What follows belongs to an exercise in optimizing a design on an open flow for small area, a short achievable clock period and few clock cycles; a production flow would make more cautious choices. Only simulation tests tie the RTL to the original design; equivalence was not proved. Power and IR drop assume default switching activity.

### flow/design.v
module psl_slot (
  input  logic        clk_i,
  input  logic        rst_ni,
  input  logic        ld_i,       
  input  logic        we_i,       
  input  logic [31:0] kin_i,      
  input  logic        kpatch_i,   
  input  logic        ins_i,      
  input  logic        del_i,      
  input  logic        adv_i,      
  input  logic        srch_i,     
  input  logic        get_i,      
  input  logic [5:0]  q_i,        
  input  logic [31:0] key_i,      
  input  logic [63:0] pay_i,      
  input  logic [7:0]  mhi_i,      
  output logic        used_o,     
  output logic        hit_o,      
  output logic        we_o,       
  output logic [7:0]  zhi_no,     
  output logic [7:0]  zlo_no,     
  output logic [95:0] rd_no       
);
  logic [31:0] key_q;
  logic [63:0] pay_q;
  logic [5:0]  pos_q;
  logic        used_q, used_d;
  logic        srch_q;     
  logic        sel_q;      
  logic        sel2_q;     
  logic        we_q;
  logic        raw_q;
  logic hit, match, ge, gt, cand;
  logic [5:0] step;
  assign hit   = used_q && (pos_q == q_i);
  assign match = used_q && raw_q;
  assign ge    = (pos_q >= q_i);
  assign gt    = (pos_q > q_i);
  always_comb begin
    step[0] = 1'b1;
    for (int i = 1; i < 6; i++) step[i] = step[i-1] && (pos_q[i-1] ^ del_i);
  end
  always_ff @(posedge clk_i) begin
    if (ld_i) begin
      we_q  <= we_i;
      raw_q <= (ins_i && we_q) ? kpatch_i : (key_q == kin_i);
    end
    if (ins_i && we_q) begin
      key_q <= key_i;
      pay_q <= pay_i;
    end
    if (ins_i && we_q) pos_q <= q_i;
    else if ((ins_i && ge) || (del_i && gt)) pos_q <= pos_q ^ step;
    if (adv_i) begin
      srch_q <= srch_i && match;
      sel_q  <= get_i && hit;
      sel2_q <= sel_q;
    end
  end
  always_comb begin
    used_d = used_q;
    if (ins_i && we_q) used_d = 1'b1;
    else if (del_i && hit) used_d = 1'b0;
  end
  always_ff @(posedge clk_i or negedge rst_ni) begin
    if (!rst_ni) used_q <= 1'b0;
    else used_q <= used_d;
  end
  assign used_o = used_q;
  assign hit_o  = hit;
  assign we_o   = we_q;
  assign cand   = srch_q && mhi_i[pos_q[5:3]];
  always_comb begin
    for (int v = 0; v < 8; v++) begin
      zhi_no[v] = !(match && pos_q[5:3] == 3'(v));
      zlo_no[v] = !(cand && pos_q[2:0] == 3'(v));
    end
  end
  assign rd_no = ~({key_q, pay_q} & {96{sel2_q}});
endmodule
module psl_quad (
  input  logic        clk_i,
  input  logic        rst_ni,
  input  logic        ld_i,
  input  logic [3:0]  we_i,
  input  logic [31:0] kin_i,
  input  logic        kpatch_i,
  input  logic        ins_i,
  input  logic        del_i,
  input  logic        adv_i,
  input  logic        srch_i,
  input  logic        get_i,
  input  logic [5:0]  q_i,
  input  logic [31:0] key_i,
  input  logic [63:0] pay_i,
  input  logic [7:0]  mhi_i,
  output logic [3:0]  used_o,
  output logic [3:0]  hit_o,
  output logic [3:0]  we_o,
  output logic [7:0]  zhi_o,
  output logic [7:0]  zlo_o,
  output logic [95:0] rd_o
);
  logic [7:0]  zhi_n [4];
  logic [7:0]  zlo_n [4];
  logic [95:0] rd_n  [4];
  for (genvar j = 0; j < 4; j++) begin : g_s
    psl_slot u (
      .clk_i, .rst_ni, .ld_i,
      .we_i   (we_i[j]),
      .kin_i, .kpatch_i,
      .ins_i, .del_i, .adv_i, .srch_i, .get_i,
      .q_i, .key_i, .pay_i, .mhi_i,
      .used_o (used_o[j]),
      .hit_o  (hit_o[j]),
      .we_o   (we_o[j]),
      .zhi_no (zhi_n[j]),
      .zlo_no (zlo_n[j]),
      .rd_no  (rd_n[j])
    );
  end
  assign zhi_o = ~(zhi_n[0] & zhi_n[1] & zhi_n[2] & zhi_n[3]);
  assign zlo_o = ~(zlo_n[0] & zlo_n[1] & zlo_n[2] & zlo_n[3]);
  assign rd_o  = ~(rd_n[0] & rd_n[1] & rd_n[2] & rd_n[3]);
endmodule
module psl_hex (
  input  logic        clk_i,
  input  logic        rst_ni,
  input  logic        ld_i,
  input  logic [15:0] we_i,
  input  logic [31:0] kin_i,
  input  logic        kpatch_i,
  input  logic        ins_i,
  input  logic        del_i,
  input  logic        adv_i,
  input  logic        srch_i,
  input  logic        get_i,
  input  logic [5:0]  q_i,
  input  logic [31:0] key_i,
  input  logic [63:0] pay_i,
  input  logic [7:0]  mhi_i,
  output logic [15:0] used_o,
  output logic [15:0] hit_o,
  output logic [15:0] we_o,
  output logic [7:0]  zhi_no,
  output logic [7:0]  zlo_no,
  output logic [95:0] rd_no
);
  logic [7:0]  zhi [4];
  logic [7:0]  zlo [4];
  logic [95:0] rd  [4];
  for (genvar k = 0; k < 4; k++) begin : g_q
    psl_quad u (
      .clk_i, .rst_ni, .ld_i,
      .we_i   (we_i[4*k +: 4]),
      .kin_i, .kpatch_i,
      .ins_i, .del_i, .adv_i, .srch_i, .get_i,
      .q_i, .key_i, .pay_i, .mhi_i,
      .used_o (used_o[4*k +: 4]),
      .hit_o  (hit_o[4*k +: 4]),
      .we_o   (we_o[4*k +: 4]),
      .zhi_o  (zhi[k]),
      .zlo_o  (zlo[k]),
      .rd_o   (rd[k])
    );
  end
  assign zhi_no = ~(zhi[0] | zhi[1] | zhi[2] | zhi[3]);
  assign zlo_no = ~(zlo[0] | zlo[1] | zlo[2] | zlo[3]);
  assign rd_no  = ~(rd[0] | rd[1] | rd[2] | rd[3]);
endmodule
module positional_sequential_list (
  input  logic        clk_i,
  input  logic        rst_ni,
  input  logic        req_valid_i,
  output logic        req_ready_o,
  input  logic [1:0]  req_kind_i,
  input  logic [6:0]  req_position_i,
  input  logic [31:0] req_key_i,
  input  logic [63:0] req_payload_i,
  output logic        rsp_valid_o,
  input  logic        rsp_ready_i,
  output logic [1:0]  rsp_status_o,
  output logic [6:0]  rsp_found_position_o,
  output logic [31:0] rsp_record_key_o,
  output logic [63:0] rsp_record_payload_o,
  output logic [6:0]  rsp_count_o
);
  localparam int N = 64;
  localparam logic [1:0] KindGet    = 2'd0;
  localparam logic [1:0] KindInsert = 2'd1;
  localparam logic [1:0] KindDelete = 2'd2;
  localparam logic [1:0] KindSearch = 2'd3;
  localparam logic [1:0] StOk      = 2'd0;
  localparam logic [1:0] StRange   = 2'd1;
  localparam logic [1:0] StFull    = 2'd2;
  localparam logic [1:0] StMissing = 2'd3;
  logic [6:0] cnt_q;
  logic        r_valid_q;
  logic        r_get_q, r_ins_q, r_del_q, r_search_q;
  logic [1:0]  r_status_q;
  logic [6:0]  r_q_q;
  logic [31:0] r_key_q;
  logic [63:0] r_pay_q;
  logic        p_valid_q;
  logic        p_search_q;
  logic [1:0]  p_status_q;
  logic [6:0]  p_cnt_q;
  logic        p_any_q;
  logic [7:0]  p_mhi_q;     
  logic [2:0]  p_mhib_q;    
  logic [3:0]  p_mhi1_q;    
  logic        p2_valid_q;
  logic        p2_search_q;
  logic [1:0]  p2_status_q;
  logic [6:0]  p2_cnt_q;
  logic        p2_any_q;
  logic [2:0]  p2_mhib_q;
  logic [3:0]  p2_mhi1_q;
  logic [7:0]  p2_zlo_q;
  logic        o_valid_q, s_valid_q;
  logic [1:0]  o_status_q, s_status_q;
  logic [6:0]  o_found_q, s_found_q;
  logic [31:0] o_key_q, s_key_q;
  logic [63:0] o_pay_q, s_pay_q;
  logic [6:0]  o_cnt_q, s_cnt_q;
  logic adv, exec, ready_q, nready_out_q, o_valid_out_q;
  assign adv  = !s_valid_q;
  assign exec = adv && r_valid_q;
  assign req_ready_o = !nready_out_q;
  logic ins_x, del_x;
  logic [6:0] e1_cnt;
  logic [N-1:0] used, hit, wev;
  assign ins_x  = exec && r_ins_q;
  assign del_x  = exec && r_del_q;
  assign e1_cnt = ins_x ? cnt_q + 7'd1 : del_x ? cnt_q - 7'd1 : cnt_q;
  logic       a_zero;
  logic [6:0] a_q;
  logic       lt_same, lt_inc, lt_dec, le_same, le_inc, le_dec, full_same, full_inc;
  logic       a_lt, a_le, a_full;
  logic       a_get, a_ins, a_del, a_search;
  logic [1:0] a_status;
  logic [N-1:0] free1, free2, a_free, a_we;
  assign a_zero = (req_position_i == 7'd0);
  assign a_q    = req_position_i - 7'd1;
  assign lt_same   = ({1'b0, req_position_i} <= {1'b0, cnt_q});
  assign lt_inc    = ({1'b0, req_position_i} <= {1'b0, cnt_q} + 8'd1);
  assign lt_dec    = ({1'b0, req_position_i} + 8'd1 <= {1'b0, cnt_q});
  assign le_same   = lt_inc;
  assign le_inc    = ({1'b0, req_position_i} <= {1'b0, cnt_q} + 8'd2);
  assign le_dec    = lt_same;
  assign full_same = (cnt_q == 7'd64);
  assign full_inc  = (cnt_q == 7'd63);
  always_comb begin
    if (ins_x) begin
      a_lt = lt_inc; a_le = le_inc; a_full = full_inc;
    end else if (del_x) begin
      a_lt = lt_dec; a_le = le_dec; a_full = 1'b0;
    end else begin
      a_lt = lt_same; a_le = le_same; a_full = full_same;
    end
  end
  assign a_search = req_kind_i == KindSearch;
  assign a_get    = req_kind_i == KindGet    && !a_zero && a_lt;
  assign a_del    = req_kind_i == KindDelete && !a_zero && a_lt;
  assign a_ins    = req_kind_i == KindInsert && !a_zero && a_le && !a_full;
  always_comb begin
    if (a_search) a_status = StOk;
    else if (a_zero) a_status = StRange;
    else if (req_kind_i == KindInsert) a_status = !a_le ? StRange : a_full ? StFull : StOk;
    else a_status = a_lt ? StOk : StRange;
  end
  always_comb begin
    logic seen1, seen2;
    seen1 = 1'b0;
    seen2 = 1'b0;
    for (int s = 0; s < N; s++) begin
      free1[s] = !used[s] && !seen1;
      free2[s] = !used[s] && !wev[s] && !seen2;
      seen1 = seen1 || !used[s];
      seen2 = seen2 || (!used[s] && !wev[s]);
    end
  end
  assign a_free = ins_x ? free2 : (del_x && &used) ? hit : free1;
  assign a_we = a_free & {N{req_valid_i && a_ins}};
  logic [7:0]  zhi_n [4];
  logic [7:0]  zlo_n [4];
  logic [95:0] rd_n  [4];
  logic [7:0]  zhi, zlo;
  logic [95:0] rd;
  logic [7:0]  mhi;
  logic [2:0]  mhib;
  logic [3:0]  mhi1;
  logic [3:0]  mlo1;
  for (genvar h = 0; h < 4; h++) begin : g_h
    psl_hex u (
      .clk_i,
      .rst_ni,
      .ld_i    (ready_q),
      .we_i    (a_we[16*h +: 16]),
      .kin_i   (req_key_i),
      .kpatch_i(req_key_i == r_key_q),
      .ins_i   (ins_x),
      .del_i   (del_x),
      .adv_i   (adv),
      .srch_i  (r_search_q),
      .get_i   (r_get_q),
      .q_i     (r_q_q[5:0]),
      .key_i   (r_key_q),
      .pay_i   (r_pay_q),
      .mhi_i   (p_mhi_q),
      .used_o  (used[16*h +: 16]),
      .hit_o   (hit[16*h +: 16]),
      .we_o    (wev[16*h +: 16]),
      .zhi_no  (zhi_n[h]),
      .zlo_no  (zlo_n[h]),
      .rd_no   (rd_n[h])
    );
  end
  assign zhi = ~(zhi_n[0] & zhi_n[1] & zhi_n[2] & zhi_n[3]);
  assign zlo = ~(zlo_n[0] & zlo_n[1] & zlo_n[2] & zlo_n[3]);
  assign rd  = ~(rd_n[0] & rd_n[1] & rd_n[2] & rd_n[3]);
  logic [1:0]  e3_status;
  logic [6:0]  e3_found;
  always_comb begin
    mhi  = '0;
    mhib = '0;
    mhi1 = '0;
    for (int v = 7; v >= 0; v--) if (zhi[v]) begin
      mhi  = 8'(1) << v;
      mhib = 3'(v);
      mhi1 = 4'(v + 1);
    end
    mlo1 = '0;
    for (int v = 7; v >= 0; v--) if (p2_zlo_q[v]) mlo1 = 4'(v + 1);
  end
  assign e3_status = p2_search_q ? (p2_any_q ? StOk : StMissing) : p2_status_q;
  always_comb begin
    e3_found = 7'd0;
    if (p2_search_q && p2_any_q) begin
      if (mlo1[3]) e3_found = {p2_mhi1_q, 3'd0};
      else e3_found = {1'b0, p2_mhib_q, mlo1[2:0]};
    end
  end
  logic e3_out, o_free;
  logic s_valid_d, r_valid_d;
  assign e3_out = adv && p2_valid_q;
  assign o_free = !o_valid_q || rsp_ready_i;
  always_comb begin
    s_valid_d = s_valid_q;
    if (o_free) s_valid_d = 1'b0;
    else if (e3_out) s_valid_d = 1'b1;
    r_valid_d = ready_q ? req_valid_i : r_valid_q;
  end
  always_ff @(posedge clk_i or negedge rst_ni) begin
    if (!rst_ni) begin
      cnt_q     <= '0;
      r_valid_q <= 1'b0;
      p_valid_q <= 1'b0;
      p2_valid_q <= 1'b0;
      o_valid_q <= 1'b0;
      s_valid_q <= 1'b0;
      ready_q   <= 1'b1;
      nready_out_q  <= 1'b0;
      o_valid_out_q <= 1'b0;
    end else begin
      r_valid_q <= r_valid_d;
      if (adv) begin
        p_valid_q  <= r_valid_q;
        p2_valid_q <= p_valid_q;
      end
      if (exec) cnt_q <= e1_cnt;
      if (o_free) o_valid_q <= s_valid_q || e3_out;
      if (!o_valid_out_q || rsp_ready_i) o_valid_out_q <= s_valid_q || e3_out;
      s_valid_q <= s_valid_d;
      ready_q     <= !r_valid_d || !s_valid_d;
      nready_out_q <= (nready_out_q ? r_valid_q : req_valid_i) && s_valid_d;
    end
  end
  always_ff @(posedge clk_i) begin
    if (ready_q) begin
      r_get_q    <= a_get;
      r_ins_q    <= a_ins;
      r_del_q    <= a_del;
      r_search_q <= a_search;
      r_status_q <= a_status;
      r_q_q      <= a_q;
      r_key_q    <= req_key_i;
      r_pay_q    <= req_payload_i;
    end
    if (adv) begin
      p_search_q <= r_search_q;
      p_status_q <= r_status_q;
      p_cnt_q    <= e1_cnt;
      p_any_q    <= |zhi;
      p_mhi_q    <= mhi;
      p_mhib_q   <= mhib;
      p_mhi1_q   <= mhi1;
      p2_search_q <= p_search_q;
      p2_status_q <= p_status_q;
      p2_cnt_q    <= p_cnt_q;
      p2_any_q    <= p_any_q;
      p2_mhib_q   <= p_mhib_q;
      p2_mhi1_q   <= p_mhi1_q;
      p2_zlo_q    <= zlo;
    end
  end
  always_ff @(posedge clk_i) begin
    if (o_free) begin
      if (s_valid_q) begin
        o_status_q <= s_status_q;
        o_found_q  <= s_found_q;
        o_key_q    <= s_key_q;
        o_pay_q    <= s_pay_q;
        o_cnt_q    <= s_cnt_q;
      end else begin
        o_status_q <= e3_status;
        o_found_q  <= e3_found;
        o_key_q    <= rd[95:64];
        o_pay_q    <= rd[63:0];
        o_cnt_q    <= p2_cnt_q;
      end
    end
    if (!o_free && e3_out) begin
      s_status_q <= e3_status;
      s_found_q  <= e3_found;
      s_key_q    <= rd[95:64];
      s_pay_q    <= rd[63:0];
      s_cnt_q    <= p2_cnt_q;
    end
  end
  assign rsp_valid_o          = o_valid_out_q;
  assign rsp_status_o         = o_status_q;
  assign rsp_found_position_o = o_found_q;
  assign rsp_record_key_o     = o_key_q;
  assign rsp_record_payload_o = o_pay_q;
  assign rsp_count_o          = o_cnt_q;
endmodule
### flow/config.mk
export PLATFORM = sky130hd
export DESIGN_NAME = positional_sequential_list
export DESIGN_NICKNAME = positional_sequential_list
export VERILOG_FILES = /design/flow/design.v
export SDC_FILE = /design/flow/constraint.sdc
export NUM_CORES = 8
export LEC_CHECK = 0
export CAP_MARGIN = 20
export CORE_MARGIN = 2
export CORE_UTILIZATION = 60
export CTS_CLUSTER_DIAMETER = 100
export CTS_CLUSTER_SIZE = 20
export SLEW_MARGIN = 20
export SYNTH_HIERARCHICAL = 1
export SYNTH_MEMORY_MAX_BITS = 8192
### flow/flow/place_outregs.tcl
# put the register driving each output port next to the port's pin
set block [ord::get_db_block]
set core [$block getCoreArea]
set cx0 [$core xMin]; set cy0 [$core yMin]; set cx1 [$core xMax]; set cy1 [$core yMax]
set rows [$block getRows]
set nrows [llength $rows]
set site_w 460
set row_h 2720
array unset ::po_occ
array set ::po_occ {}
foreach inst [$block getInsts] {
  if {[$inst isFixed]} {
    set bb [$inst getBBox]
    set ri [expr {([$bb yMin] - $cy0) / $row_h}]
    lappend ::po_occ($ri) [list [$bb xMin] [$bb xMax]]
  }
}
proc ::po_fits {ri x w} {
  if {![info exists ::po_occ($ri)]} { return 1 }
  foreach iv $::po_occ($ri) {
    if {$x < [lindex $iv 1] && $x + $w > [lindex $iv 0]} { return 0 }
  }
  return 1
}
set nplaced 0
foreach bt [$block getBTerms] {
  if {[$bt getIoType] != "OUTPUT"} continue
  set net [$bt getNet]
  set drv ""
  foreach it [$net getITerms] { if {[$it isOutputSignal]} { set drv [$it getInst] } }
  if {$drv == "" || ![[$drv getMaster] isSequential]} continue
  set bb [lindex [$bt getBPins] 0]
  set pb [$bb getBBox]
  set px [expr {([$pb xMin] + [$pb xMax]) / 2}]
  set py [expr {([$pb yMin] + [$pb yMax]) / 2}]
  set w [[$drv getMaster] getWidth]
  set tx [expr {max($cx0, min($cx1 - $w, $px - $w / 2))}]
  set tri [expr {max(0, min($nrows - 1, ($py - $cy0) / $row_h))}]
  # search outward for a free spot
  set done 0
  for {set d 0} {$d < 60 && !$done} {incr d} {
    foreach dr [list 0 1 -1 2 -2] {
      set ri [expr {$tri + $dr}]
      if {$ri < 0 || $ri >= $nrows} continue
      foreach sgn {1 -1} {
        set x [expr {$cx0 + (($tx - $cx0) / $site_w + $sgn * $d) * $site_w}]
        if {$x < $cx0 || $x + $w > $cx1} continue
        if {[::po_fits $ri $x $w]} {
          $drv setOrient [[lindex $rows $ri] getOrient]
          $drv setLocation $x [expr {$cy0 + $ri * $row_h}]
          $drv setPlacementStatus FIRM
          lappend ::po_occ($ri) [list $x [expr {$x + $w}]]
          set done 1
          incr nplaced
          break
        }
      }
      if {$done} break
    }
  }
}
puts "place_outregs: placed $nplaced output registers"
### flow/flow/unfix.tcl
# release the registers place_outregs.tcl fixed for global placement
foreach inst [[ord::get_db_block] getInsts] {
  if {[$inst getPlacementStatus] == "FIRM"} { $inst setPlacementStatus PLACED }
}
### flow/standard.sh
#!/bin/bash
# synth_recipe.tcl (not shown) runs the flow's synth.tcl, then flattens the netlist and writes it again
# the make line also repeats each setting of config.mk as NAME=value (left out here)
make -C /OpenROAD-flow-scripts/flow DESIGN_CONFIG=/design/flow/config.mk WORK_HOME=/design/flow/orfs CLKGATE_MAP_FILE= SYNTH_SCRIPT=/design/flow/synth_recipe.tcl "${@:-finish}"
### flow/constraint.sdc
create_clock -name core_clock -period 10.0 [get_ports {clk_i}]
set_input_delay 2.0000 -clock core_clock [delete_from_list [all_inputs] [get_ports {clk_i}]]
set_output_delay 2.0000 -clock core_clock [all_outputs]
set_load 0.01 [all_outputs]
### flow/flow/run.sh
#!/bin/bash
# Layout flow: the standard flow (standard.sh, which runs ORFS) unchanged, except
#  - before global placement (after the pins are placed) the register driving each
#    output port is put next to that port's pin and held there for global placement
#    only (place_outregs.tcl, unfix.tcl); everything else is placed by ORFS as usual.
# Each ORFS step writes its full log under orfs/logs/; make's own output goes to
# make_finish.log in this folder.
set -euo pipefail
here=$(pwd)
bash standard.sh SETUP_SLACK_MARGIN=6.5 \
  PRE_GLOBAL_PLACE_TCL="$here/flow/place_outregs.tcl" \
  POST_GLOBAL_PLACE_TCL="$here/flow/unfix.tcl" \
  finish > make_finish.log 2>&1
==> results of run 1 <==
## layer usage
layer | vias up | global-route usage [%]
li1 | 96000 | -
met1 | 114000 | 58.7
met5 | - | 0.326
met3 | 2611 | 11.9
met2 | 16400 | 60.4
met4 | 36 | 23.4
## final cells by class
type | count | area, µm²
Sequential cell | 7310 | 219000
Fill cell | 40600 | 190000
Multi-Input combinational cell | 17500 | 107000
Clock buffer | 475 | 10700
Tap cell | 7261 | 9080
Timing Repair Buffer | 889 | 8610
Inverter | 605 | 3380
Clock inverter | 41 | 514
Timing Repair inverter | 19 | 166
Antenna cell | 33 | 82.6
## synthesized netlist by cell type, drive strengths merged, types with 4 or more instances
| cell type | count |
|---|---|
| mux2 | 174 |
| or2 | 67 |
| clkinv | 66 |
| or3 | 13 |
| and2 | 133 |
| nand4b | 9 |
| clkbuf | 539 |
| and3 | 210 |
| xor2 | 1060 |
| a32oi | 5 |
| a22oi | 7 |
| nand2 | 7688 |
| nor3b | 76 |
| and4b | 64 |
| and4 | 11 |
| nor2b | 260 |
| o22ai | 18 |
| o21bai | 6 |
| buf | 524 |
| edfxtp | 7231 |
| nor2 | 829 |
| nand3b | 73 |
| nand2b | 6 |
| nand3 | 424 |
| inv | 539 |
| o31ai | 10 |
| dfrtp | 78 |
| mux4 | 128 |
| a211oi | 68 |
| a2bb2oi | 6 |
| nor4 | 731 |
| a31oi | 143 |
| nor3 | 113 |
| a21oi | 511 |
| ha | 418 |
| or4 | 12 |
| mux2i | 4 |
| xnor2 | 1496 |
| o21ai | 351 |
| a21o | 134 |
| nor4b | 5 |
| nand4 | 2245 |
## power by group through the flow
stage	clock, µW	sequential [µW]	combinational, µW
5_1_grt	18500	39200	31000
4_1_cts	17500	38900	28800
3_3_place_gp	0	39600	27700
3_5_place_dp	0	39700	28000
6_report	17500	39000	30300
2_1_floorplan	0	39300	14800
## cell families (layout without fill, tap and decap cells)
| kind of cell | count (synthesis) | count (layout) | share of synthesized area [%] |
|---|---|---|---|
| AOI/OAI and AO/OA | 1285 | 1285 | 2.23 |
| buffers and inverters | 1668 | 2029 | 2.12 |
| xor gates and xnor gates | 2556 | 2556 | 6.79 |
| muxes | 306 | 306 | 1.48 |
| adders and majority gates | 418 | 418 | 1.59 |
| and+or+nand+nor | 13000 | 13000 | 19.3 |
| other | 0 | 33 | 0 |
| DFF | 7310 | 7310 | 66.5 |
## per-module statistics from Yosys (local to each module, per instance)
module | cells | area [µm²] | copies in the design | flops+latches
psl_hex | 112 | 1400 | 4 | 0
psl_quad | 112 | 701 | 16 | 0
psl_slot | 357 | 4600 | 64 | 108
positional_sequential_list | 1429 | 18800 | 1 | 398
## repair_timing
item / in CTS / in global routing
resized for setup: 818 / 233
pin swaps: 44 / 46
endpoints found under the setup margin: 6276 / 1756
setup buffers: 53 / 28
gates cloned: 20 / 22
## placed cells by master, fill, tap and decap left out, types with 131 or more instances in the layout
master        n
xor2_1     1060
and3_1      208
o21ai_1     226
xnor2_1    1494
nor4_1      205
nor4_2      391
nor4_4      135
a21o_1      134
mux2_2      168
nand4_1    2244
nor2_1      697
nand3_2     131
ha_1        414
a21oi_1     449
edfxtp_1   7231
inv_1       535
nand2_1    7593
nor2b_1     260
nand3_1     293
and2_1      133
clkbuf_16   426
buf_4       479
## metrics by stage
| step | power [µW] | setup slack [ns] | util, % | std cells |
|---|---|---|---|---|
| after floorplan | 54100 | 3.78 | - | 26500 |
| after global placement | 67300 | 4.52 | 62.6 | 33500 |
| after detailed placement | 67700 | 4.65 | 62.6 | 33500 |
| after CTS | 85300 | 6.08 | 65.1 | 34100 |
| after global routing | 88700 | 6.16 | 65.4 | 34100 |
| final | 86900 | 6.13 | 65.4 | 34200 |
## how the worst max path moves through the flow
| stage | from | end | cells after the start |
|---|---|---|---|
| finish | o_pay_q[63] | rsp_record_payload_o[63] | 1 |
| global route | o_pay_q[60] | rsp_record_payload_o[60] | 1 |
| CTS | o_pay_q[60] | rsp_record_payload_o[60] | 1 |
| detailed placement | req_position_i[4] | g_h[1].u.g_q[3].u.g_s[0].u.we_q | 10 |
| global placement | req_position_i[2] | g_h[1].u.g_q[3].u.g_s[0].u.we_q | 10 |
| floorplan | rsp_ready_i | s_cnt_q[0] | 2 |
==> metrics.yaml, run 1 <==
floorplan:
  coreArea_um2: 548000
  die_y_um: 745
  pin_count: 223
  die_area_um2: 556000
  row_count: 272
  initial_core_util_pct: 60.2
  die_x_um: 745
synthesis:
  ys.flop_type: "edfxtp_1"
  syn-num-nets: 27000
  ys_top_cells_by_area: "edfxtp_1 66%, nand2_1 8.7%, nand4_1 4.3%"
  synth_cell_types: 80
  synth_area_per_cell_um2: 12.4
  synthesis.area_um2: 330000
  synthArstFlopShare_pct: 1.08
  ys_warn_count: 19
  synth.top_cell.area_share_pct: 65.9
  yosysTopAreaCell: "edfxtp_1"
  synth_seq_cells: 7310
  synth-seq-area-share_pct: 66.5
  synth_edf_count: 7231
  synth_cells: 26500
routing:
  wl_met1_um: 443000
  drtPass1Iterations: 10
  vias_per_cell: 6.70
  wl_met3_um: 175000
  dr.first_iter.drc_count: 35900
  ant_nets: 0
  met2_length_um: 507000
  highest_layer: "met5"
  routed_wl_um: 1210000
  vias: 229000
  drcViolationCount: 0
  wl_per_cell_um: 35.5
sta:
  rsz0062_at_grt: "true"
  fmax_mhz: 259
  fin_setup_tns_ns: 0
  period_share_pct: 38.7
  worstMarginPinSlew_ns: 1.20
  maxSlewHeadroom_pct: 19.8
  fin_skew_ns: 0.0750
  setup_viol: 0
  hold_viol_final: 0
  slew_viol_final: 0
  hold_ws_ns: 0.413
  period_minus_slack_ns: 3.87
flow_run:
  cap_violations: 0
global_routing:
  grt_max_degree: 102
  grt_first_pass_wirelength_um: 1650000
  antenna_found_initial: 73
  grt_usage_pct: 42.3
  grt_overflow: 0
  grt_pass1_vias: 210000
hold_path:
  min_to: "g_h[2].u.g_q[1].u.g_s[2].u.sel2_q"
  hold_depth: 0
  holdCritPathClass: "reg2reg"
  min_from: "g_h[2].u.g_q[1].u.g_s[2].u.sel_q"
clock_tree:
  cts_sinks: 7310
  path_clk_slew_ns: 0.09
  root_buffer: "clkbuf_16"
  clk_latency_ns: 1.10
  cts_made_buffers: 410
  tritoncts: "done"
  cts-hold-fix-buffers: 0
  cts_buffer_depth: 4
  htreeDepth: 5
cells_and_area:
  reg.largest.list: "g_h.u.g_q.u.g_s.u.pay_q x4096, g_h.u.g_q.u.g_s.u.key_q x2048, g_h.u.g_q.u.g_s.u.pos_q x384"
  post-route-cell-area_um2: 358000
  largest_register_ff_count: 4096
  largest-register: "g_h.u.g_q.u.g_s.u.pay_q"
  drive_gt1_share_pct: 10.3
  area_delta_synth_final_pct: 8.66
  final_nets: 27300
critical_path:
  cp_data_required_time_ns: 8.00
  critPathArrivalTime_ns: 1.87
  cp-end-kind: "output port"
  path_cells: "buf_2"
  cpPeakStageDelay_ns: 0.59
  reg2reg_slack_ns: 6.24
  crit_path_start_kind: "flop"
  r2r_end: "o_key_q[22]"
  crit_slowest_cell: "edfxtp_1"
  reg2reg_depth: 7
  cpLargestDelayFamily: "flip-flops"
  r2r_start: "g_h[1].u.g_q[1].u.g_s[0].u.sel2_q"
  cp_num_buf_inv: 1
  worstSetupPathType: "reg2out"
  critical_path_peak_fanout: 1
placement:
  dp_hpwl_um: 770000
  dpl-instance-area_um2: 343000
  io_buffers: 222
power_and_ir_drop:
  switching_share_pct: 40.0
  peakVddDrop_uv: 300
  seqPwrFrac_pct: 44.9
  combPwrFrac_pct: 34.9
  power_density_nw_per_um2: 242
  switchingPower_uw: 34800
  internal_power_uw: 52100
  leakage_uw: 0.118
  p_clk_share_pct: 20.2
run_status:
  outcome: "timing/DRC/antenna clean"
Testbench counts, summed over its fixed seeds: cycles 12,032.
==> run 2, diff against run 1 <==
--- a/flow/config.mk
+++ b/flow/config.mk
@@ -8,5 +8,5 @@
 export CAP_MARGIN = 20
 export CORE_MARGIN = 2
-export CORE_UTILIZATION = 60
+export CORE_UTILIZATION = 55
 export CTS_CLUSTER_DIAMETER = 100
 export CTS_CLUSTER_SIZE = 20
==> run 2 against run 1 <==
Effect of this change:
- final area increased by 0.46%
- wire length increased by 4.2%
- critical path depth unchanged
- critical endpoint is now rsp_record_payload_o[60]
- largest cell class unchanged
- largest power group unchanged
==> metrics.yaml, run 2 <==
synthesis:
  yosysTopAreaCell: "edfxtp_1"
  synth_cells: 26500  # unchanged
  ys_top_cells_by_area: "edfxtp_1 66%, nand2_1 8.7%, nand4_1 4.3%"
  synth_cell_types: 80  # unchanged
  synthArstFlopShare_pct: 1.08  # unchanged
  syn-num-nets: 27000  # unchanged
  synth_edf_count: 7231  # unchanged
  ys_warn_count: 19  # unchanged
  synth.top_cell.area_share_pct: 65.9  # unchanged
  synth_most_common_cell: "nand2_1"
  synth_top_cells_by_count: "7624 x nand2_1, 7231 x edfxtp_1, 2244 x nand4_1"
  synth_seq_cells: 7310  # unchanged
  ys.flop_type: "edfxtp_1"
  synthesis.area_um2: 330000  # unchanged
  synth-seq-area-share_pct: 66.5  # unchanged
  synth_area_per_cell_um2: 12.4  # unchanged
clock_tree:
  root_buffer: "clkbuf_16"
  htreeDepth: 5  # unchanged
  cts_buffer_depth: 4  # unchanged
  cts_made_buffers: 412  # +0.49%
  cts_sinks: 7310  # unchanged
  tritoncts: "done"
  clk_latency_ns: 1.10  # about the same
  path_clk_slew_ns: 0.09  # about the same
placement:
  dpl-instance-area_um2: 345000  # +0.46%
  io_buffers: 222  # unchanged
  dp.cells: 34300  # +2.5%
  dp_hpwl_um: 807000  # +4.8%
sta:
  fin_skew_ns: 0.0746  # -0.000478 ns
  worstMarginPinSlew_ns: 1.30  # +0.0959 ns
  hold_viol_final: 0  # unchanged
  maxSlewHeadroom_pct: 12.6  # -7.2 points
  fmax_mhz: 264  # +2.2%
  rsz0062_at_grt: "true"
  fin_setup_tns_ns: 0  # unchanged
  slew_viol_final: 0  # unchanged
  setup_viol: 0  # unchanged
  period_share_pct: 37.8  # -0.83 points
  period_minus_slack_ns: 3.78  # -0.0831 ns
cells_and_area:
  final_nets: 27400  # +0.26%
  final_util_pct: 60.2  # -5.2 points
  drive_gt1_share_pct: 10.6  # +0.26 points
  reg.largest.list: "g_h.u.g_q.u.g_s.u.pay_q x4096, g_h.u.g_q.u.g_s.u.key_q x2048, g_h.u.g_q.u.g_s.u.pos_q x384"
  layout_common_cells: "7584 x nand2_1, 7231 x edfxtp_1, 2244 x nand4_1, 1496 x xnor2_1, 1060 x xor2_1"
  post-route-cell-area_um2: 360000  # +0.46%
  largest_register_ff_count: 4096  # unchanged
  layout_commonest_cell: "nand2_1"
  area_delta_synth_final_pct: 9.16
  final_cells: 35000  # +2.5%
  largest-register: "g_h.u.g_q.u.g_s.u.pay_q"
critical_path:
  cp_data_required_time_ns: 8.00  # about the same
  worstSetupPathType: "reg2out"
  cp-end-kind: "output port"
  reg2reg_slack_ns: 6.28  # +0.04 ns
  cp_num_buf_inv: 1  # unchanged
  crit_slowest_cell: "edfxtp_1"
  critical_path_peak_fanout: 1  # unchanged
  path_cells: "buf_6"
  critPathArrivalTime_ns: 1.78  # -0.09 ns
  crit_path_start_kind: "flop"
  cpPeakStageDelay_ns: 0.55  # -0.04 ns
  cpLargestDelayFamily: "flip-flops"
routing:
  drcViolationCount: 0  # unchanged
  vias: 229000  # +0.088%
  wl_per_cell_um: 36.1  # +1.7%
  drtPass1Iterations: 9  # -1
  dr.first_iter.drc_count: 34900  # -3.0%
  ant_nets: 0  # unchanged
  routed_wl_um: 1260000  # +4.2%
  vias_per_cell: 6.54  # -2.3%
floorplan:
  die_x_um: 778  # +4.4%
  die_area_um2: 606000  # +9.0%
  coreArea_um2: 598000  # +9.1%
  die_y_um: 778  # +4.4%
  row_count: 284  # +4.4%
  pin_count: 223  # unchanged
  initial_core_util_pct: 55.2  # -5.0 points
global_routing:
  grt_usage_pct: 40.7  # -1.5 points
  grt_first_pass_wirelength_um: 1710000  # +3.9%
  grt_overflow: 0  # unchanged
  antenna_found_initial: 121  # +66%
  grt_pass1_vias: 211000  # +0.19%
  grt_max_degree: 167  # +64%
power_and_ir_drop:
  peakVddDrop_uv: 268  # -11%
  leakage_uw: 0.118  # +0.34%
  power_density_nw_per_um2: 243  # +0.19%
run_status:
  outcome: "timing/DRC/antenna clean"
hold_path:
  holdCritPathClass: "reg2reg"
flow_run:
  cap_violations: 0  # unchanged
-- run 2: cell counts after synthesis --
Identical to the previous run, type by type.
-- run 2: worst register-to-register path, delay by kind of cell (launching register included) --
kind | cells | cell delay, ns
mux | 1 | 0.46
simple gates | 4 | 1.44
flops | 1 | 0.39
buf+inv | 4 | 1.10
-- run 2: per-module statistics from Yosys (local to each module, per instance) --
module | area, µm² | copies in the design | cells
psl_hex | 1400 | 4 | 112
psl_quad | 701 | 16 | 112
psl_slot | 4600 | 64 | 357
positional_sequential_list | 18800 | 1 | 1429
-- run 2: repair_timing --
item,4_1_cts,5_1_grt
gates resized for setup,906,216
endpoints found under the hold margin,0,0
hold buffers,0,0
pin swaps,48,20
setup buffers,55,8
gates cloned,33,8
endpoints found under the setup margin,6322,1262
-- run 2: per-layer routing --
metal	global-route usage, %	vias to the layer above	share of wire [%]
met2	60.1	15000	43
met1	56.8	115000	38
met3	9.19	2527	12
li1	-	96200	-
met5	0.110	-	0.025
met4	21.6	42	6.7
-- run 2: report_power, final --
group / total (µW) / leakage (µW) / switching [µW] / internal, µW
clock: 17800 / 0.00555 / 10100 / 7650
sequential: 38800 / 0.0666 / 1860 / 37000
combinational: 30800 / 0.0460 / 23400 / 7420
total: 87400 / 0.118 / 35400 / 52100
-- run 2: worst paths after layout --
path	startpoint	to	cells past startpoint
hold reg to reg	g_h[0].u.g_q[3].u.g_s[0].u.sel_q	g_h[0].u.g_q[3].u.g_s[0].u.sel2_q	0
max in group asynchronous	rst_ni	g_h[2].u.g_q[1].u.g_s[3].u.used_q	2
hold / removal	g_h[0].u.g_q[3].u.g_s[0].u.sel_q	g_h[0].u.g_q[3].u.g_s[0].u.sel2_q	0
setup reg to reg	g_h[3].u.g_q[2].u.g_s[0].u.sel2_q	o_pay_q[59]	9
setup / recovery	o_pay_q[60]	rsp_record_payload_o[60]	1
min in group asynchronous	rst_ni	g_h[3].u.g_q[3].u.g_s[0].u.used_q	1
-- run 2: kinds of logic after synthesis --
logic type / after synthesis / synth area share (%)
xor+xnor: 2556 / 6.79
flops: 7310 / 66.5
compound gates: 1285 / 2.23
buf+inv: 1668 / 2.12
mux: 306 / 1.48
simple gates: 13000 / 19.3
fa+ha+maj: 418 / 1.59
-- run 2: area by class of cell --
cell class,count,area [µm²]
timing repair buffer,949,9190
clock buffer,464,10600
inverter,605,3390
sequential,7310,219000
antenna,67,168
fill,47500,238000
clock inverter,50,857
timing repair inverter,30,263
tap,8008,10000
multi-input combinational,17500,106000
-- run 2: per-stage QoR --
stage / power, µW / hold slack (ns) / setup WS, ns
finish: 87400 / 0.387 / 6.22
global route: 89400 / 0.368 / 6.22
CTS: 86300 / 0.372 / 6.14
detailed placement: 68500 / 0.405 / 4.24
global placement: 68200 / 0.401 / 4.23
floorplan: 54100 / 0.400 / 3.78
==> run 3, diff against run 2 <==
--- a/flow/flow/run.sh
+++ b/flow/flow/run.sh
@@ -8,5 +8,5 @@
 set -euo pipefail
 here=$(pwd)
-bash standard.sh SETUP_SLACK_MARGIN=6.5 \
+bash standard.sh SETUP_SLACK_MARGIN=6.2 \
   PRE_GLOBAL_PLACE_TCL="$here/flow/place_outregs.tcl" \
   POST_GLOBAL_PLACE_TCL="$here/flow/unfix.tcl" \
==> run 3 against run 2 <==
Effect of this change:
- maximum frequency is 6.5% lower
- clock skew grew 0.022 ns
- critical path depth up 6
- sequential share of layout area increased by 0.37 points
- via count fell by 1.0%
- sequential power about the same
- flip-flop and latch count did not move
- largest cell class unchanged
- count of clock-buffer cells in the layout grew 2
- utilization decreased by 0.37 points
- final cell count is 0.39% lower
- first-iteration DRC count is 2.6% lower
- final area decreased by 0.61%
==> metrics.yaml, run 3 <==
run_status:
  outcome: "timing/DRC/antenna clean"
sta:
  hold_viol_final: 0  # unchanged
  maxSlewHeadroom_pct: 15.2  # +2.6 points
  fmax_mhz: 247  # -6.5%
  setup_viol: 0  # unchanged
  fin_setup_tns_ns: 0  # unchanged
  fin_skew_ns: 0.0962  # +0.0216 ns
  worstMarginPinSlew_ns: 1.26  # -0.0375 ns
  period_share_pct: 40.5  # +2.6 points
  rsz0062_at_grt: "true"
  slew_viol_final: 0  # unchanged
  hold_ws_ns: 0.398  # +0.0112 ns
  period_minus_slack_ns: 4.05  # +0.263 ns
  setup_ws_ns: 5.95  # -0.263 ns
floorplan:
  coreArea_um2: 598000  # unchanged
  die_x_um: 778  # unchanged
  initial_core_util_pct: 55.2  # unchanged
  die_y_um: 778  # unchanged
  die_area_um2: 606000  # unchanged
  pin_count: 223  # unchanged
  row_count: 284  # unchanged
routing:
  drcViolationCount: 0  # unchanged
  vias: 227000  # -1.0%
  wl_per_cell_um: 35.1  # -2.7%
  ant_nets: 0  # unchanged
  routed_wl_um: 1220000  # -3.1%
  vias_per_cell: 6.50  # -0.65%
  dr.first_iter.drc_count: 34000  # -2.6%
  drtPass1Iterations: 8  # -1
critical_path:
  r2r_start: "g_h[1].u.g_q[1].u.g_s[2].u.sel2_q"
  cp_data_required_time_ns: 10.80  # +2.80 ns
  crit_path_start_kind: "flop"
  cpPeakStageDelay_ns: 0.64  # +0.09 ns
  cp-end-kind: "flop"
  critical_path_peak_fanout: 55  # +54
  startpoint: "g_h[1].u.g_q[1].u.g_s[2].u.sel2_q"
  crit_top_cell: "nand4_1"
  crit_slowest_cell: "buf_4"
  path_cells: "buf_12 -> buf_4 -> nand2_1 -> nand4_1 -> nor4_4 -> nand4_1 -> mux2_2"
  cp_num_buf_inv: 2  # +1
  cpLargestDelayFamily: "simple AND/OR/NAND/NOR gates"
  worstSetupPathType: "reg2reg"
  reg2reg_depth: 7  # -2
  cp_num_cells: 7  # +6
  critPathArrivalTime_ns: 4.85  # +3.07 ns
synthesis:
  synth_edf_count: 7231  # unchanged
  synth_seq_cells: 7310  # unchanged
  synth-seq-area-share_pct: 66.5  # unchanged
  synth.top_cell.area_share_pct: 65.9  # unchanged
  ys_top_cells_by_area: "edfxtp_1 66%, nand2_1 8.7%, nand4_1 4.3%"
  synth_top_cells_by_count: "7624 x nand2_1, 7231 x edfxtp_1, 2244 x nand4_1"
  ys_warn_count: 19  # unchanged
  synth_cells: 26500  # unchanged
  yosysTopAreaCell: "edfxtp_1"
  syn-num-nets: 27000  # unchanged
  synthArstFlopShare_pct: 1.08  # unchanged
  ys.flop_type: "edfxtp_1"
  synth_cell_types: 80  # unchanged
  synth_area_per_cell_um2: 12.4  # unchanged
  synthesis.area_um2: 330000  # unchanged
  synth_most_common_cell: "nand2_1"
hold_path:
  holdCritPathClass: "reg2reg"
  hold_depth: 0  # unchanged
  min_from: "g_h[1].u.g_q[3].u.g_s[2].u.sel_q"
cells_and_area:
  final_nets: 27300  # -0.43%
  layout_common_cells: "7591 x nand2_1, 7231 x edfxtp_1, 2244 x nand4_1, 1496 x xnor2_1, 1060 x xor2_1"
  post-route-cell-area_um2: 358000  # -0.61%
  regArea_um2: 219000  # about the same
  largest-register: "g_h.u.g_q.u.g_s.u.pay_q"
  multiInputGateArea_um2: 106000  # -0.59%
  largest_register_ff_count: 4096  # unchanged
  fillers: 47500  # +0.025%
  area_delta_synth_final_pct: 8.49
  drive_gt1_share_pct: 9.60  # -1.0 points
  layout_commonest_cell: "nand2_1"
  reg.largest.list: "g_h.u.g_q.u.g_s.u.pay_q x4096, g_h.u.g_q.u.g_s.u.key_q x2048, g_h.u.g_q.u.g_s.u.pos_q x384"
global_routing:
  grt_first_pass_wirelength_um: 1680000  # -2.1%
  grt_overflow: 0  # unchanged
  antenna_found_initial: 93  # -23%
  grt_max_degree: 156  # -6.6%
  grt_usage_pct: 39.6  # -1.2 points
  grt_pass1_vias: 209000  # -0.91%
flow_run:
  cap_violations: 0  # unchanged
placement:
  io_buffers: 222  # unchanged
  pre_cts_ws_ns: 4.57  # +0.331 ns
  dpl-instance-area_um2: 344000  # -0.26%
  dp_hpwl_um: 782000  # -3.2%
clock_tree:
  path_clk_slew_ns: 0.09  # about the same
  cts_sinks: 7310  # unchanged
  htreeDepth: 5  # unchanged
  cts_buffer_depth: 4  # unchanged
  cts-hold-fix-buffers: 0  # unchanged
  clk_latency_ns: 1.09  # about the same
  root_buffer: "clkbuf_16"
  cts_made_buffers: 412  # unchanged
  tritoncts: "done"
power_and_ir_drop:
  power_density_nw_per_um2: 241  # -0.59%
  leakage_uw: 0.117  # -0.89%
  peakVddDrop_uv: 229  # -14%
==> run 3: cell counts after synthesis <==
Identical to the previous run, type by type.
==> run 3: area by class of cell <==
class / count / share of cell area (%)
timing repair buffer: 848 / 2.20
clock buffer: 466 / 2.97
inverter: 605 / 0.927
tap: 8008 / 2.80
clock inverter: 49 / 0.235
timing repair inverter: 13 / 0.0318
sequential: 7310 / 61.3
multi-input combinational: 17500 / 29.5
antenna: 47 / 0.0329
==> run 3: repair_timing <==
| action | CTS | global route |
|---|---|---|
| cloned | 11 | 4 |
| endpoints found under the setup margin | 4262 | 1533 |
| resized for setup | 458 | 90 |
| setup buffers | 30 | 6 |
| pin swaps | 26 | 7 |
| hold endpoints to repair | 0 | 0 |
==> run 3: power breakdown <==
part           leakage, µW  switching [µW]  internal, µW
sequential          0.0666            1970         37000
combinational       0.0450           22500          7090
clock              0.00555           10100          7730
==> run 3: path summary, 6_finish.rpt <==
path | endpoint | slack (ns)
max in group asynchronous | g_h[2].u.g_q[2].u.g_s[0].u.used_q | 7.52
worst min-delay path | g_h[1].u.g_q[3].u.g_s[2].u.sel2_q | 0.40
worst max-delay path | o_key_q[22] | 5.95
min in group asynchronous | g_h[3].u.g_q[3].u.g_s[2].u.used_q | 1.02
worst min register to register | g_h[1].u.g_q[3].u.g_s[2].u.sel2_q | 0.40
worst max register to register | o_key_q[22] | 5.95
==> run 3: through the flow <==
stage | utilization (%) | power [µW] | instances
floorplan | - | 54100 | 26500
global placement | 57.5 | 67600 | 34300
detailed placement | 57.5 | 67900 | 34300
CTS | 59.7 | 85500 | 34800
global route | 59.8 | 88500 | 34900
finish | 59.9 | 86400 | 34900
==> run 3: cell families after synthesis <==
group	after synthesis	share of synthesized area, %
AO/OA/AOI/OAI	1285	2.23
XOR/XNOR	2556	6.79
adder cells (fa/ha/maj)	418	1.59
buffers and inverters	1668	2.12
flip-flops	7310	66.5
multiplexers	306	1.48
AND/OR/NAND/NOR	13000	19.3
==> run 3: per-layer routing <==
| layer | wire length (µm) | up-vias | track usage, % |
|---|---|---|---|
| met1 | 474000 | 114000 | 56.6 |
| met4 | 71900 | 46 | 19.0 |
| li1 | - | 95800 | - |
| met3 | 156000 | 1992 | 9.25 |
| met2 | 522000 | 14600 | 57.4 |
| met5 | 367 | - | 0.102 |
==> run 3: per-module statistics from Yosys, one instance, submodules excluded <==
module / copies in the design / cell area (µm²)
positional_sequential_list: 1 / 18800
psl_slot: 64 / 4600
psl_hex: 4 / 1400
psl_quad: 16 / 701
==> run 4, diff against run 3 <==
--- a/flow/flow/run.sh
+++ b/flow/flow/run.sh
@@ -8,5 +8,5 @@
 set -euo pipefail
 here=$(pwd)
-bash standard.sh SETUP_SLACK_MARGIN=6.2 \
+bash standard.sh SETUP_SLACK_MARGIN=6.5 \
   PRE_GLOBAL_PLACE_TCL="$here/flow/place_outregs.tcl" \
   POST_GLOBAL_PLACE_TCL="$here/flow/unfix.tcl" \
--- a/flow/config.mk
+++ b/flow/config.mk
@@ -6,10 +6,10 @@
 export NUM_CORES = 8
 export LEC_CHECK = 0
-export CAP_MARGIN = 20
+export CAP_MARGIN = 10
 export CORE_MARGIN = 2
 export CORE_UTILIZATION = 55
 export CTS_CLUSTER_DIAMETER = 100
 export CTS_CLUSTER_SIZE = 20
-export SLEW_MARGIN = 20
+export SLEW_MARGIN = 10
 export SYNTH_HIERARCHICAL = 1
 export SYNTH_MEMORY_MAX_BITS = 8192
==> run 4 against run 3 <==
Effect of this change:
- clock skew up 0.0026 ns
- still clean on timing, DRC and antenna
- non-clock buffer count up 106
- critical path depth down 6
- critical endpoint is now rsp_record_payload_o[60]
- largest cell class unchanged
==> metrics.yaml, run 4 <==
power_and_ir_drop:
  switching_share_pct: 40.5  # +0.46 points
  combPwrFrac_pct: 35.3  # +1.0 points
  peakVddDrop_uv: 294  # +28%
  p_clk_share_pct: 20.3  # -0.3 points
  leakage_uw: 0.118  # +1.0%
  seqPwrFrac_pct: 44.4  # -0.7 points
  power_density_nw_per_um2: 243  # +0.55%
  internal_power_uw: 52000  # +0.42%
  switchingPower_uw: 35400  # +2.4%
critical_path:
  crit_slowest_cell: "edfxtp_1"
  cpLargestDelayFamily: "flip-flops"
  cp-end-kind: "output port"
  cp_num_buf_inv: 1  # -1
  critical_path_peak_fanout: 1  # -98%
  path_cells: "buf_6"
  worstSetupPathType: "reg2out"
  cp_data_required_time_ns: 8.00  # -2.80 ns
  crit_path_start_kind: "flop"
  cpPeakStageDelay_ns: 0.54  # -0.10 ns
  critPathArrivalTime_ns: 1.79  # -3.06 ns
sta:
  hold_ws_ns: 0.409  # +0.0112 ns
  fin_setup_tns_ns: 0  # unchanged
  period_share_pct: 37.9  # -2.6 points
  maxSlewHeadroom_pct: 8.61  # -6.6 points
  worstMarginPinSlew_ns: 1.36  # +0.0963 ns
  rsz0062_at_grt: "true"
  slew_viol_final: 0  # unchanged
  hold_viol_final: 0  # unchanged
  fin_skew_ns: 0.0988  # +0.00263 ns
  setup_viol: 0  # unchanged
  period_minus_slack_ns: 3.79  # -0.256 ns
  fmax_mhz: 264  # +6.7%
clock_tree:
  cts_sinks: 7310  # unchanged
  path_clk_slew_ns: 0.09  # about the same
  root_buffer: "clkbuf_16"
  clk_latency_ns: 1.10  # about the same
  cts_made_buffers: 412  # unchanged
  htreeDepth: 5  # unchanged
  tritoncts: "done"
  cts_buffer_depth: 4  # unchanged
cells_and_area:
  reg.largest.list: "g_h.u.g_q.u.g_s.u.pay_q x4096, g_h.u.g_q.u.g_s.u.key_q x2048, g_h.u.g_q.u.g_s.u.pos_q x384"
  area_delta_synth_final_pct: 9.19
  largest-register: "g_h.u.g_q.u.g_s.u.pay_q"
  final_nets: 27400  # +0.46%
  fillers: 47500  # -0.099%
  layout_commonest_cell: "nand2_1"
  largest_register_ff_count: 4096  # unchanged
  drive_gt1_share_pct: 10.6  # +1.0 points
  layout_common_cells: "7582 x nand2_1, 7231 x edfxtp_1, 2244 x nand4_1, 1496 x xnor2_1, 1060 x xor2_1"
routing:
  routed_wl_um: 1270000  # +3.6%
  vias: 229000  # +1.1%
  vias_per_cell: 6.54  # +0.61%
  wl_per_cell_um: 36.2  # +3.2%
  dr.first_iter.drc_count: 34300  # +1.1%
  drcViolationCount: 0  # unchanged
  drtPass1Iterations: 7  # -1
  ant_nets: 0  # unchanged
global_routing:
  grt_overflow: 0  # unchanged
  grt_usage_pct: 40.8  # +1.2 points
  busiest_layer: "met2"
  met2_usage_pct: 60.3  # +2.9 points
  antenna_found_initial: 95  # +2.2%
  grt_use_met3_pct: 9.61  # +0.36 points
  grt_max_degree: 167  # +7.1%
  grt_use_met1_pct: 56.9  # +0.27 points
  grt_pass1_vias: 210000  # +0.78%
  grt_first_pass_wirelength_um: 1710000  # +2.1%
synthesis:
  synthesis.area_um2: 330000  # unchanged
  synth_cells: 26500  # unchanged
  syn-num-nets: 27000  # unchanged
  ys_warn_count: 19  # unchanged
  synth_most_common_cell: "nand2_1"
  ys_top_cells_by_area: "edfxtp_1 66%, nand2_1 8.7%, nand4_1 4.3%"
  synth_seq_cells: 7310  # unchanged
  synth_edf_count: 7231  # unchanged
  synth.top_cell.area_share_pct: 65.9  # unchanged
  synth_area_per_cell_um2: 12.4  # unchanged
  synth_top_cells_by_count: "7624 x nand2_1, 7231 x edfxtp_1, 2244 x nand4_1"
  synth-seq-area-share_pct: 66.5  # unchanged
  synth_cell_types: 80  # unchanged
  synthArstFlopShare_pct: 1.08  # unchanged
  ys.flop_type: "edfxtp_1"
  yosysTopAreaCell: "edfxtp_1"
floorplan:
  initial_core_util_pct: 55.2  # unchanged
  die_area_um2: 606000  # unchanged
  die_x_um: 778  # unchanged
  coreArea_um2: 598000  # unchanged
  row_count: 284  # unchanged
  pin_count: 223  # unchanged
  die_y_um: 778  # unchanged
flow_run:
  cap_violations: 0  # unchanged
placement:
  dp_hpwl_um: 807000  # +3.2%
  io_buffers: 222  # unchanged
run_status:
  outcome: "timing/DRC/antenna clean"
hold_path:
  holdCritPathClass: "reg2reg"
==> run 4: cell type report <==
| class | count | area [µm²] | area share, % |
|---|---|---|---|
| Sequential cell | 7310 | 219000 | 60.9 |
| Multi-Input combinational cell | 17500 | 106000 | 29.6 |
| Clock buffer | 480 | 10600 | 2.96 |
| Tap cell | 8008 | 10000 | 2.78 |
| Timing Repair Buffer | 954 | 9320 | 2.59 |
| Inverter | 605 | 3360 | 0.932 |
| Clock inverter | 48 | 659 | 0.183 |
| Timing Repair inverter | 32 | 283 | 0.0785 |
| Antenna cell | 66 | 165 | 0.0459 |
==> run 4: power by group through the flow <==
stage	registers [µW]	logic, µW	clock network, µW
2_1_floorplan	39300	14800	0
3_3_place_gp	39600	28700	0
3_5_place_dp	39600	28900	0
4_1_cts	38800	29700	17800
5_1_grt	39000	31600	18800
6_report	38900	30800	17700
==> run 4: layer usage <==
metal,wire length (µm),part of all wire [%],vias up
met3,161000,13,2404
met1,478000,38,116000
met5,149,0.012,-
met2,549000,43,15000
met4,80100,6.3,22
li1,-,-,96200
==> run 4: logic make-up (layout without fill, tap and decap cells) <==
logic type | count (synthesis) | after routing | share of synthesized area [%]
AO/OA/AOI/OAI | 1285 | 1285 | 2.23
buffers and inverters | 1668 | 2119 | 2.12
adder cells (fa/ha/maj) | 418 | 418 | 1.59
AND/OR/NAND/NOR | 13000 | 13000 | 19.3
multiplexers | 306 | 306 | 1.48
flip-flops | 7310 | 7310 | 66.5
other | 0 | 66 | 0
XOR/XNOR | 2556 | 2556 | 6.79
==> run 4: final timing paths <==
path / from / end / slack [ns] / depth (start not counted)
worst max-delay path: o_pay_q[60] / rsp_record_payload_o[60] / 6.21 / 1
worst min-delay path: g_h[3].u.g_q[1].u.g_s[1].u.sel_q / g_h[3].u.g_q[1].u.g_s[1].u.sel2_q / 0.41 / 0
worst max register to register: g_h[1].u.g_q[1].u.g_s[1].u.sel2_q / o_pay_q[11] / 6.36 / 9
worst min register to register: g_h[3].u.g_q[1].u.g_s[1].u.sel_q / g_h[3].u.g_q[1].u.g_s[1].u.sel2_q / 0.41 / 0
max in group asynchronous: rst_ni / g_h[2].u.g_q[1].u.g_s[3].u.used_q / 7.33 / 2
min in group asynchronous: rst_ni / g_h[3].u.g_q[3].u.g_s[0].u.used_q / 0.96 / 1
==> run 4: per-module statistics from Yosys, one instance, submodules excluded <==
module	flops+latches	area [µm²]
positional_sequential_list	398	18800
psl_quad	0	701
psl_hex	0	1400
psl_slot	108	4600
==> run 4: metrics by stage <==
stage          worst slack, ns  std cells  instance area (µm²)  utilization [%]  total power, µW
2_1_floorplan             3.78      26500               331000                -            54100
3_3_place_gp              4.23      34300               345000             57.7            68200
3_5_place_dp              4.23      34300               345000             57.7            68500
4_1_cts                   6.14      35000               359000             60.0            86200
5_1_grt                   6.21      35000               360000             60.2            89400
6_report                  6.21      35000               360000             60.2            87400
==> run 4: repair_timing <==
action / in CTS / in global routing
gates resized for setup: 941 / 218
hold endpoints to repair: 0 / 0
cloned: 34 / 12
hold buffers: 0 / 0
buffers inserted: 60 / 5
pin swaps: 58 / 18
setup endpoints to repair: 6236 / 1224
==> run 4: worst register-to-register path, cell delays in order, from the launching register on <==
cell      delay, ns
edfxtp_1       0.37
buf_4          0.25
buf_4          0.33
buf_4          0.30
buf_4          0.36
nand2_1        0.17
nand4_1        0.12
nor4_2         0.80
nand4_1        0.33
mux2_2         0.36
==> run 5, diff against run 4 <==
--- a/flow/design.v
+++ b/flow/design.v
@@ -11,4 +11,5 @@
   input  logic        srch_i,     
   input  logic        get_i,      
+  input  logic        pget_i,     
   input  logic [5:0]  q_i,        
   input  logic [31:0] key_i,      
@@ -26,6 +27,5 @@
   logic [5:0]  pos_q;
   logic        used_q, used_d;
-  logic        srch_q;     
-  logic        sel_q;      
+  logic        vec_q;      
   logic        sel2_q;     
   logic        we_q;
@@ -53,7 +53,6 @@
     else if ((ins_i && ge) || (del_i && gt)) pos_q <= pos_q ^ step;
     if (adv_i) begin
-      srch_q <= srch_i && match;
-      sel_q  <= get_i && hit;
-      sel2_q <= sel_q;
+      vec_q  <= (srch_i && match) || (get_i && hit);
+      sel2_q <= vec_q && pget_i;
     end
   end
@@ -70,5 +69,5 @@
   assign hit_o  = hit;
   assign we_o   = we_q;
-  assign cand   = srch_q && mhi_i[pos_q[5:3]];
+  assign cand   = vec_q && mhi_i[pos_q[5:3]];
   always_comb begin
     for (int v = 0; v < 8; v++) begin
@@ -91,4 +90,5 @@
   input  logic        srch_i,
   input  logic        get_i,
+  input  logic        pget_i,
   input  logic [5:0]  q_i,
   input  logic [31:0] key_i,
@@ -110,5 +110,5 @@
       .we_i   (we_i[j]),
       .kin_i, .kpatch_i,
-      .ins_i, .del_i, .adv_i, .srch_i, .get_i,
+      .ins_i, .del_i, .adv_i, .srch_i, .get_i, .pget_i,
       .q_i, .key_i, .pay_i, .mhi_i,
       .used_o (used_o[j]),
@@ -136,4 +136,5 @@
   input  logic        srch_i,
   input  logic        get_i,
+  input  logic        pget_i,
   input  logic [5:0]  q_i,
   input  logic [31:0] key_i,
@@ -155,5 +156,5 @@
       .we_i   (we_i[4*k +: 4]),
       .kin_i, .kpatch_i,
-      .ins_i, .del_i, .adv_i, .srch_i, .get_i,
+      .ins_i, .del_i, .adv_i, .srch_i, .get_i, .pget_i,
       .q_i, .key_i, .pay_i, .mhi_i,
       .used_o (used_o[4*k +: 4]),
@@ -204,4 +205,5 @@
   logic        p_valid_q;
   logic        p_search_q;
+  logic        p_get_q;
   logic [1:0]  p_status_q;
   logic [6:0]  p_cnt_q;
@@ -305,4 +307,5 @@
       .srch_i  (r_search_q),
       .get_i   (r_get_q),
+      .pget_i  (p_get_q),
       .q_i     (r_q_q[5:0]),
       .key_i   (r_key_q),
@@ -390,4 +393,5 @@
     if (adv) begin
       p_search_q <= r_search_q;
+      p_get_q    <= r_get_q;
       p_status_q <= r_status_q;
       p_cnt_q    <= e1_cnt;
--- a/flow/config.mk
+++ b/flow/config.mk
@@ -6,10 +6,10 @@
 export NUM_CORES = 8
 export LEC_CHECK = 0
-export CAP_MARGIN = 10
+export CAP_MARGIN = 20
 export CORE_MARGIN = 2
 export CORE_UTILIZATION = 55
 export CTS_CLUSTER_DIAMETER = 100
 export CTS_CLUSTER_SIZE = 20
-export SLEW_MARGIN = 10
+export SLEW_MARGIN = 20
 export SYNTH_HIERARCHICAL = 1
 export SYNTH_MEMORY_MAX_BITS = 8192
==> run 5 against run 4 <==
Effect of this change:
- still clean
- sequential power is essentially flat
- final cell count grew 0.98%
- register-to-register slack lost 0.05 ns
- global-route usage shrank 2.2 points
- area after synthesis grew 0.72%
- worst setup slack gained 0.081 ns
- via count shrank 0.44%
- final area grew 0.16%
- clock skew shrank 0.023 ns
- non-clock buffer count grew 64
- flip-flop and latch count shrank 63
- critical endpoint is now rsp_record_key_o[9]
==> metrics.yaml, run 5 <==
routing:
  drcViolationCount: 0  # unchanged
  routed_wl_um: 1210000  # -4.3%
  ant_nets: 0  # unchanged
  vias: 228000  # -0.44%
  dr.first_iter.drc_count: 32700  # -4.8%
  vias_per_cell: 6.45  # -1.4%
  drtPass1Iterations: 8  # +1
  wl_per_cell_um: 34.3  # -5.2%
floorplan:
  die_area_um2: 610000  # +0.71%
  initial_core_util_pct: 55.2  # about the same
  pin_count: 223  # unchanged
  coreArea_um2: 602000  # +0.71%
  die_y_um: 781  # +0.35%
  row_count: 285  # +0.35%
  die_x_um: 781  # +0.35%
clock_tree:
  cts_made_buffers: 410  # -0.49%
  cts_sinks: 7247  # -0.86%
  cts_buffer_depth: 4  # unchanged
  clk_latency_ns: 1.10  # about the same
  tritoncts: "done"
  root_buffer: "clkbuf_16"
  path_clk_slew_ns: 0.09  # about the same
  htreeDepth: 5  # unchanged
synthesis:
  ys_top_cells_by_area: "edfxtp_1 65%, nand2_1 8.4%, xnor2_1 4.8%"
  syn-num-nets: 27400  # +1.2%
  synthesis.area_um2: 332000  # +0.72%
  ys.flop_type: "edfxtp_1"
  synth_cells: 26900  # +1.3%
  synth.top_cell.area_share_pct: 64.8  # -1.0 points
  synth_top_cells_by_count: "7434 x nand2_1, 7168 x edfxtp_1, 2314 x nand4_1"
  yosysTopAreaCell: "edfxtp_1"
  synthArstFlopShare_pct: 1.09  # +0.0094 points
  synth_most_common_cell: "nand2_1"
  synth_edf_count: 7168  # -0.87%
  synth_cell_types: 77  # -3.8%
  synth_seq_cells: 7247  # -0.86%
  ys_warn_count: 19  # unchanged
  synth-seq-area-share_pct: 65.4  # -1.0 points
  synth_area_per_cell_um2: 12.4  # -0.55%
cells_and_area:
  layout_commonest_cell: "nand2_1"
  final_nets: 27800  # +1.4%
  reg.largest.list: "g_h.u.g_q.u.g_s.u.pay_q x4096, g_h.u.g_q.u.g_s.u.key_q x2048, g_h.u.g_q.u.g_s.u.pos_q x384"
  area_delta_synth_final_pct: 8.60
  layout_common_cells: "7396 x nand2_1, 7168 x edfxtp_1, 2314 x nand4_1, 1817 x xnor2_1, 676 x xor2_1"
  largest-register: "g_h.u.g_q.u.g_s.u.pay_q"
  drive_gt1_share_pct: 10.6  # +0.012 points
  largest_register_ff_count: 4096  # unchanged
sta:
  fin_setup_tns_ns: 0  # unchanged
  slew_viol_final: 0  # unchanged
  period_minus_slack_ns: 3.71  # -0.0813 ns
  setup_viol: 0  # unchanged
  fin_skew_ns: 0.0763  # -0.0225 ns
  period_share_pct: 37.1  # -0.81 points
  maxSlewHeadroom_pct: 15.9  # +7.3 points
  worstMarginPinSlew_ns: 1.26  # -0.0972 ns
  rsz0062_at_grt: "true"
  fmax_mhz: 270  # +2.2%
  hold_viol_final: 0  # unchanged
critical_path:
  critical_path_peak_fanout: 1  # unchanged
  crit_path_start_kind: "flop"
  cp-end-kind: "output port"
  crit_slowest_cell: "edfxtp_1"
  cpPeakStageDelay_ns: 0.47  # -0.07 ns
  path_cells: "buf_6"
  critPathArrivalTime_ns: 1.71  # -0.08 ns
  worstSetupPathType: "reg2out"
  cpLargestDelayFamily: "flip-flops"
  cp_data_required_time_ns: 8.00  # about the same
  cp_num_buf_inv: 1  # unchanged
global_routing:
  grt_first_pass_wirelength_um: 1660000  # -3.0%
  grt_pass1_vias: 209000  # -0.54%
  grt_max_degree: 118  # -29%
  antenna_found_initial: 90  # -5.3%
  grt_overflow: 0  # unchanged
  grt_usage_pct: 38.6  # -2.2 points
power_and_ir_drop:
  leakage_uw: 0.117  # -1.5%
  power_density_nw_per_um2: 237  # -2.6%
  peakVddDrop_uv: 179  # -39%
  power_uw: 85300  # -2.4%
hold_path:
  holdCritPathClass: "reg2reg"
flow_run:
  cap_violations: 0  # unchanged
placement:
  io_buffers: 222  # unchanged
  dp_hpwl_um: 776000  # -3.8%
run_status:
  outcome: "timing/DRC/antenna clean"
-- run 5: cell count changes in the layout (fill, tap and decap cells not counted), moves of 128 or more --
cell	delta
xnor2_1	+321
o21ai_1	-173
or3_1	+259
a21oi_2	+130
nand2_1	-186
o21ai_0	+238
mux2i_1	+128
nand3_2	-128
nand2b_1	+258
mux4_2	-128
or3_2	+128
xor2_1	-384
-- run 5: cell families after synthesis --
logic type / count (synthesis) / share of synthesized area (%)
multiplexers: 370 / 1.20
adder cells (fa/ha/maj): 418 / 1.57
flip-flops: 7247 / 65.4
AND/OR/NAND/NOR: 13200 / 19.9
buffers and inverters: 1616 / 2.43
XOR/XNOR: 2493 / 6.57
AO/OA/AOI/OAI: 1548 / 2.93
-- run 5: final timing paths --
kind / from / endpoint / slack [ns] / depth (start not counted)
setup reg to reg: g_h[1].u.g_q[1].u.g_s[2].u.sel2_q / o_pay_q[28] / 6.31 / 7
min in group asynchronous: rst_ni / g_h[2].u.g_q[2].u.g_s[3].u.used_q / 1.00 / 1
setup / recovery: o_key_q[9] / rsp_record_key_o[9] / 6.29 / 1
hold reg to reg: p_cnt_q[4] / p2_cnt_q[4] / 0.42 / 0
max in group asynchronous: rst_ni / cnt_q[2] / 7.56 / 2
hold / removal: p_cnt_q[4] / p2_cnt_q[4] / 0.42 / 0
-- run 5: per-stage QoR --
step	worst slack, ns	instance area (µm²)	hold WS [ns]	std cells	util [%]
2_1_floorplan	3.78	333000	0.400	26900	-
3_3_place_gp	4.50	345000	0.402	34700	57.2
3_5_place_dp	4.54	345000	0.405	34700	57.2
4_1_cts	6.21	359000	0.421	35300	59.6
5_1_grt	6.26	361000	0.420	35400	59.9
6_report	6.29	361000	0.421	35400	59.9
-- run 5: worst reg2reg max path: stages, from the launching register on --
cell	delay, ns
edfxtp_1	0.74
buf_4	0.46
buf_4	0.42
nand2_1	0.15
nand4_1	0.11
nor4_2	0.74
nand4_1	0.44
mux2_2	0.43
-- run 5: final cells by class --
type,count,area (µm²)
diodes,27,67.6
clock buffers,437,10400
clock inverters,53,940
fillers,48300,241000
inverters,548,3190
multi-input cells,18000,109000
flip-flops and latches,7247,217000
well taps,8036,10100
repair buffers,1018,9500
repair inverters,25,221
-- run 5: where the power goes --
| group | switching, µW | internal (µW) |
|---|---|---|
| combinational | 21500 | 7440 |
| clock | 10100 | 7620 |
| sequential | 2060 | 36600 |
-- run 5: routing by layer --
| metal | part of all wire [%] | vias up | GRT usage [%] |
|---|---|---|---|
| met5 | 0.010 | - | 0 |
| met3 | 11 | 2058 | 7.19 |
| met4 | 6.4 | 20 | 18.8 |
| li1 | - | 97900 | - |
| met1 | 40 | 115000 | 55.6 |
| met2 | 43 | 13300 | 56.8 |
-- run 5: modules after synthesis (local to each module, per instance) --
module	cells	cell area [µm²]	flops+latches	copies in the design
positional_sequential_list	1447	18800	399	1
psl_slot	362	4630	107	64
psl_hex	112	1400	0	4
psl_quad	112	701	0	16
-- run 5: what timing repair did --
item,in CTS,in global routing
cloned,30,10
hold buffers,0,0
pin swaps,46,27
setup buffers,50,88
setup endpoints to repair,7098,1190
gates resized for setup,959,221
Testbench counts of run 5, summed over its fixed seeds: cycles 12,032.

## separate check: timing with driven ports
How much do the figures lean on ideal ports? The routed layouts below were timed once more, with nothing changed but the port constraints. Step 1, drivers: a clkbuf_16 drives clk_i and a buf_2 each remaining input, both assumed. Step 2 moves the port delays by t, midway between the first and last clock arrival at a register: inputs arrive t later, outputs are due t later. That takes back most of the time a late clock gives input paths. a / b / c = ideal ports / drivers / drivers and shift; a / b = the first two.
run | t (ns) | setup slack, ns | worst setup path after step 2 | worst register clock-pin slew, ns | cell pins on the clock port's net
run 1 | 1.220 | 6.134 / 5.977 / 5.281 | input to register | 0.10 / 0.10 | 1
run 2 | 1.216 | 6.217 / 6.063 / 5.304 | input to register | 0.10 / 0.10 | 1
run 3 | 1.191 | 5.954 / 5.954 / 5.048 | input to register | 0.10 / 0.10 | 1
run 4 | 1.198 | 6.209 / 6.059 / 5.304 | input to register | 0.10 / 0.10 | 1
run 5 | 1.202 | 6.290 / 6.152 / 5.390 | input to register | 0.10 / 0.10 | 1
After both steps every run listed still meets setup and hold. For run 2, which loses most, drivers alone change the setup slack by -0.154 ns; drivers and shift together by -0.913 ns.
